This design comes from an exercise in tuning for small area, a short achievable clock period and few clock cycles per item on the open sky130 flow, not from production work.
Function was checked by simulation only, so behaviour that the tests miss may differ from the original.
No activity file was given, so power comes from the tool's default toggle rates.

--- flow/config.mk ---
export PLATFORM = sky130hd
export DESIGN_NAME = smpq_top
export DESIGN_NICKNAME = smpq_top
export VERILOG_FILES = /design/flow/design.v
export SDC_FILE = /design/flow/constraint.sdc
export NUM_CORES = 4
export LEC_CHECK = 0
export CAP_MARGIN = 20
export CORE_MARGIN = 2
export CORE_UTILIZATION = 45
export PLACE_DENSITY = 0.6
export SLEW_MARGIN = 20
--- flow/constraint.sdc ---
create_clock -name core_clock -period 5.0 [get_ports {clk}]
set_input_delay 1.0000 -clock core_clock [delete_from_list [all_inputs] [get_ports {clk}]]
set_output_delay 1.0000 -clock core_clock [all_outputs]
set_load 0.01 [all_outputs]
--- flow/design.v ---
package smpq_pkg;
	localparam int DEF_QUEUE_DEPTH = 16;
	localparam int VALUE_W         = 32;
	localparam int OCC_W           = 5;
	localparam logic [1:0] OP_INSERT = 2'd0;
	localparam logic [1:0] OP_REMOVE = 2'd1;
	localparam logic [1:0] OP_PEEK   = 2'd2;
	localparam logic [1:0] ST_OK    = 2'd0;
	localparam logic [1:0] ST_EMPTY = 2'd1;
	localparam logic [1:0] ST_FULL  = 2'd2;
endpackage
module smpq_ctrl #(
	parameter int DEPTH = smpq_pkg::DEF_QUEUE_DEPTH
) (
	input  logic             clk,
	input  logic             arst_n,
	input  logic             start,
	input  logic [1:0]       op,
	output logic             busy,
	output logic             done,
	output logic [DEPTH-1:0] occ,        
	output logic             ins_go,     
	output logic             rem_go,     
	output logic             rd_go,      
	output logic [1:0]       status
);
	logic [DEPTH-1:0] occ_q;
	logic             done_q;
	logic             ins_q;
	logic             rem_q;
	logic             rd_q;
	logic [1:0]       st_q;
	logic             full;
	logic             empty;
	assign full  = occ_q[DEPTH-1];
	assign empty = !occ_q[0];
	always_ff @(posedge clk or negedge arst_n) begin
		if (!arst_n) begin
			occ_q  <= '0;
			done_q <= 1'b0;
			ins_q  <= 1'b0;
			rem_q  <= 1'b0;
			rd_q   <= 1'b0;
			st_q   <= smpq_pkg::ST_OK;
		end else begin
			done_q <= start;
			ins_q  <= start && (op == smpq_pkg::OP_INSERT) && !full;
			rem_q  <= start && (op == smpq_pkg::OP_REMOVE) && !empty;
			rd_q   <= start && (op == smpq_pkg::OP_REMOVE || op == smpq_pkg::OP_PEEK) && !empty;
			st_q   <= smpq_pkg::ST_OK;
			if (start) begin
				case (op)
					smpq_pkg::OP_INSERT: begin
						if (full) st_q <= smpq_pkg::ST_FULL;
						else      occ_q <= {occ_q[DEPTH-2:0], 1'b1};
					end
					smpq_pkg::OP_REMOVE: begin
						if (empty) st_q <= smpq_pkg::ST_EMPTY;
						else       occ_q <= {1'b0, occ_q[DEPTH-1:1]};
					end
					smpq_pkg::OP_PEEK: begin
						if (empty) st_q <= smpq_pkg::ST_EMPTY;
					end
					default: ;
				endcase
			end
		end
	end
	assign busy   = 1'b0;
	assign done   = done_q;
	assign occ    = occ_q;
	assign ins_go = ins_q;
	assign rem_go = rem_q;
	assign rd_go  = rd_q;
	assign status = st_q;
endmodule
module smpq_datapath #(
	parameter int DEPTH = smpq_pkg::DEF_QUEUE_DEPTH
) (
	input  logic                                clk,
	input  logic [smpq_pkg::VALUE_W-1:0]        value,
	input  logic [DEPTH-1:0]                    occ,
	input  logic                                ins_go,
	input  logic                                rem_go,
	input  logic                                rd_go,
	output logic [smpq_pkg::VALUE_W-1:0]        head
);
	logic signed [smpq_pkg::VALUE_W-1:0] val_q;
	logic signed [smpq_pkg::VALUE_W-1:0] entries_q [DEPTH];
	logic [DEPTH-1:0]                    lt;
	always_ff @(posedge clk) begin
		val_q <= value;
	end
	genvar i;
	generate
		for (i = 0; i < DEPTH; i++) begin : g_cell
			if (i < DEPTH-1) begin : g_lt
				assign lt[i] = occ[i+1] && (entries_q[i] < val_q);
			end else begin : g_lt_last
				assign lt[i] = 1'b0;
			end
			always_ff @(posedge clk) begin
				if (ins_go && !lt[i]) begin
					if (i == 0) begin
						entries_q[i] <= val_q;
					end else if (lt[(i == 0) ? 0 : i-1]) begin
						entries_q[i] <= val_q;
					end else begin
						entries_q[i] <= entries_q[(i == 0) ? 0 : i-1];
					end
				end else if (rem_go && i < DEPTH-1) begin
					entries_q[i] <= entries_q[(i < DEPTH-1) ? i+1 : i];
				end
			end
		end
	endgenerate
	assign head = rd_go ? entries_q[0] : '0;
endmodule
module sorted_min_priority_queue_core #(
	parameter int QUEUE_DEPTH = smpq_pkg::DEF_QUEUE_DEPTH
) (
	input  logic                         clk,
	input  logic                         arst_n,
	input  logic                         start,
	input  logic [1:0]                   op,
	input  logic [smpq_pkg::VALUE_W-1:0] value,
	output logic                         busy,
	output logic                         done,
	output logic [smpq_pkg::VALUE_W-1:0] head,
	output logic [1:0]                   status,
	output logic                         is_empty,
	output logic [smpq_pkg::OCC_W-1:0]   occupancy
);
	logic [QUEUE_DEPTH-1:0] occ;
	logic                   ins_go;
	logic                   rem_go;
	logic                   rd_go;
	smpq_ctrl #(
		.DEPTH (QUEUE_DEPTH)
	) u_ctrl (
		.clk    (clk),
		.arst_n (arst_n),
		.start  (start),
		.op     (op),
		.busy   (busy),
		.done   (done),
		.occ    (occ),
		.ins_go (ins_go),
		.rem_go (rem_go),
		.rd_go  (rd_go),
		.status (status)
	);
	smpq_datapath #(
		.DEPTH (QUEUE_DEPTH)
	) u_datapath (
		.clk    (clk),
		.value  (value),
		.occ    (occ),
		.ins_go (ins_go),
		.rem_go (rem_go),
		.rd_go  (rd_go),
		.head   (head)
	);
	always_comb begin
		occupancy = '0;
		for (int k = 0; k < QUEUE_DEPTH; k++) begin
			if (occ[k]) occupancy = smpq_pkg::OCC_W'(k + 1);
		end
	end
	assign is_empty = !occ[0];
endmodule
module smpq_top (
	input  logic        clk,
	input  logic        arst_n,
	input  logic        start,
	input  logic [1:0]  cmd_op,
	input  logic [31:0] cmd_value,
	output logic        busy,
	output logic        done,
	output logic [31:0] rsp_head,
	output logic [1:0]  rsp_status,
	output logic        rsp_empty,
	output logic [4:0]  rsp_count
);
	sorted_min_priority_queue_core #(
		.QUEUE_DEPTH (16)
	) u_core (
		.clk       (clk),
		.arst_n    (arst_n),
		.start     (start),
		.op        (cmd_op),
		.value     (cmd_value),
		.busy      (busy),
		.done      (done),
		.head      (rsp_head),
		.status    (rsp_status),
		.is_empty  (rsp_empty),
		.occupancy (rsp_count)
	);
endmodule
--- flow/run.sh ---
#!/bin/bash
# synth_recipe.tcl (not shown) runs the flow's synth.tcl, then flattens the netlist and writes it again
# the make line also repeats each setting of config.mk as NAME=value (left out here)
make -C /OpenROAD-flow-scripts/flow DESIGN_CONFIG=/design/flow/config.mk WORK_HOME=/design/flow/orfs CLKGATE_MAP_FILE= SYNTH_SCRIPT=/design/flow/synth_recipe.tcl finish
==> notes.md <==
==> report_power, final <==
| group | leakage (nW) | internal (mW) | switching [mW] |
|---|---|---|---|
| Sequential | 5.25 | 5.56 | 0.346 |
| Clock | 1.14 | 3.10 | 2.08 |
| Combinational | 10.7 | 1.31 | 1.76 |
==> area by class of cell <==
type	count	share of cell area, %
inverters	47	0.409
clock inverters	13	0.299
repair buffers	204	4.36
flip-flops and latches	566	38.4
well taps	1144	3.32
clock buffers	118	5.09
multi-input cells	2855	48.1
diodes	2	0.0116
==> Yosys cell counts (33+ instances only) <==
cell	number	share of area, %
a211oi_1	41	0.80
a21oi_1	516	6.7
a31oi_1	37	0.60
and2_1	33	0.54
buf_2	74	0.97
clkbuf_1	92	0.90
edfxtp_1	512	40
ha_1	468	15
inv_1	46	0.45
mux2_2	47	1.4
mux2_4	79	3.1
mux2i_1	356	9.3
nand2_1	320	3.1
nand4_1	64	1.0
nor2_1	427	4.2
o21ai_0	209	2.7
==> worst max-delay path, cell delays in order (launching register included) <==
cell	delay, ps
dfxtp_1	300
buf_4	260
inv_1	460
ha_1	380
a21oi_1	120
o21ai_0	140
a221oi_1	710
o22ai_1	160
or3_1	360
and3_1	260
nor2_8	110
buf_4	300
mux2_2	380
==> how the worst min path moves through the flow <==
stage	slack, ps	startpoint	to
5_1_grt	400	arst_n	u_core.u_ctrl.occ_q[15]
6_report	370	arst_n	u_core.u_ctrl.occ_q[15]
3_5_place_dp	560	u_core.u_datapath.entries_q[15][0]	u_core.u_datapath.entries_q[14][0]
4_1_cts	570	u_core.u_datapath.entries_q[15][0]	u_core.u_datapath.entries_q[14][0]
3_3_place_gp	550	u_core.u_datapath.entries_q[15][9]	u_core.u_datapath.entries_q[14][9]
2_1_floorplan	540	u_core.u_datapath.entries_q[14][0]	u_core.u_datapath.entries_q[13][0]
==> layer usage <==
layer,track usage [%],vias to the layer above
met4,5.67,0
met5,0,-
met1,35.1,13401
li1,-,13926
met3,2.34,104
met2,37.4,633
==> state kept, by name, summed over array words and instances (netlist names) <==
register / flops
u_core.u_ctrl.occ_q: 16
u_core.u_ctrl.done_q: 1
u_core.u_ctrl.rd_q: 1
u_core.u_ctrl.rem_q: 1
u_core.u_ctrl.st_q: 2
u_core.u_datapath.entries_q: 512
u_core.u_datapath.val_q: 32
u_core.u_ctrl.ins_q: 1
==> kinds of logic after synthesis <==
group                    Yosys count  synth area share (%)
other                              1               0.00978
adder cells (fa/ha/maj)          468                  15.3
AO/OA/AOI/OAI                    925                  13.5
multiplexers                     484                  13.8
flip-flops                       566                  43.2
AND/OR/NAND/NOR                  977                  11.1
buffers and inverters            253                  3.13
==> metrics.md <==
| Metric | Value |
|---|---|
| Status | `timing/DRC/antenna clean` |
| Internal reg-to-reg setup slack | `760 ps` |
| Post-layout util | `50.9%` |
| Final-stage net count | `4,251` |
| Worst IR Drop VDD | `248 µV` |
| Gr usage total | `23.8%` |
| Fillers | `7,617` |
| Starting Density | `45.2%` |
| Total CTS buffers | `72` |
| Worst EP arrival | `4600 ps` |
| Top FF cell, synth | `edfxtp_1` |
| Fin. Hold Viols | `0` |
| Clock Tree Buf Depth | `3` |
| Share of cells above drive strength 1 | `10.5%` |
| Initial DRT Pass Iterations | `7` |
| FF/Latch Area | `16,600 µm²` |
| Critical path destination | `u_core.u_datapath.entries_q[0][1]` |
| Setup-violating endpoint count in the final report | `0` |
| Metal3 WL | `4440 µm` |
| Area after DPL | `40,800 µm²` |
| Unrepaired setup endpoints after global routing | `false` |
| Rel. slew slack | `34.6%` |
| Placed Cells | `4,816` |
| Synthesized area per cell | `10.4 µm²` |
| CP Class | `reg -> reg` |
| Cell Count, Final, Fillers Out | `4,949` |
| Worst Path Required | `5360 ps` |
| Skew-Pair Late Insertion Delay | `620 ps` |
| Final worst-path cycle share | `84.9%` |
| Core ar. | `84,700 µm²` |
| H-tree Lvls | `3` |
| Count of state elements after synthesis | `566` |
| Wire per inst | `21.0 µm` |
| Distinct cells, synth | `70` |
| Vias per cell | `5.67` |
| EDFF count, synth | `512` |
| Multi-input gate area | `20,800 µm²` |
| Wire length on met2 | `46,200 µm` |
| CTS clk-pin slew, worst paths | `60 ps` |
| Static leakage | `17.1 nW` |
| Number of global-route vias before repair | `27,323` |
| Pre-CTS WS | `620 ps` |
| Hold buffers post-CTS | `0` |
| Pwr/cell area | `328 nW/µm²` |
| 1st-iter DRT viols | `2,189` |
| Cells after Synth | `3,674` |
| Crit. Startpoint | `u_core.u_datapath.val_q[4]` |
| PnR worst setup slack | `755 ps` |
| Post-synthesis sequential area ratio | `43.2%` |
| Reg2reg end | `u_core.u_datapath.entries_q[0][1]` |
| Area growth syn-to-layout | `12.6%` |
| Die Span X | `296 µm` |
| Synth async-reset ratio | `3.89%` |
| Crit start category | `flop` |
| CTS sink count | `566` |
| Post-route cell area | `43,200 µm²` |
| Total of max-cap violations | `0` |
| Largest net degree at the start of global routing | `65` |
| Worst Setup End Kind | `flop` |
| Drt drc | `0` |
| Final Wtd Congestion | `0.891` |
| Min Hold Slack | `374 ps` |
| M1 WL | `51,500 µm` |
| First-pass GRT wire length | `162,000 µm` |
| Min Tclk post-route | `4240 ps` |
| CP Max Fanout | `20` |
| PnR Total Power | `14.2 mW` |
| Post-route ant nets | `0` |
| Post-cts sizing count | `0` |
| Highest Signal Layer | `met4` |
| Clock Skews | `20.5 ps` |
| Syn Std Cell Area | `38,300 µm²` |
| Root Buffer | `clkbuf_16` |
| Worst R2R Path Depth | `12` |
| Rows | `107` |
| Post-DP HPWL | `80,200 µm` |
| Grt total ovfl | `0` |
| Final wirelength | `104,000 µm` |
| Commonest cells after routing, fill and taps aside | `a21oi_1, edfxtp_1, ha_1` |
| I/O Buffers | `77` |
| Initial antenna violation count | `0` |
| Worst min path class | `in -> async` |
| Warnings, synthesis | `4` |
| Vias | `28,064` |
| Fmax | `0.236 GHz` |
| Die Height | `296 µm` |
| Syn nets | `4,179` |
| Number of I/O pins | `79` |
| Reg-to-reg startpoint | `u_core.u_datapath.val_q[4]` |
| Postcts setup bufs | `0` |
| Most common cell after layout, fill and taps aside | `a21oi_1` |
| CTS tree | `built` |
| Slew Viols, Final | `0` |
| Slew @ Worst Pin | `978 ps` |
| Die area | `87,600 µm²` |
| Setup TNS | `0 ps` |
Testbench counts, summed over its fixed seeds: cycles 8,008, items 8,000.

re-timing with driven ports:
The flow's constraints put no driver on any port. The routed layout listed below was extracted and timed again, unchanged, in two steps.
Step 1: set_driving_cell puts a clkbuf_16 on clk and a buf_2 on each other input, an assumption about the parent block.
Step 2 adds t to the input delays and takes it off the output delays; t is the mean of the earliest and latest rising clock arrival at the registers after step 1. Input paths then give back, and output paths get back, about the clock's delay inside the block.
Slacks: ideal / step 1 / step 2; pairs: ideal / step 1.
shift t [ns]: 0.669
setup slack, ns: 0.755 / 0.755 / 0.755
hold slack, ns: 0.374 / 0.329 / 0.570
worst setup path at the end: register to register
After both steps setup and hold are still met in this run. The setup slack of this run moves by 0.000 ns with the drivers and by 0.000 ns with both steps.
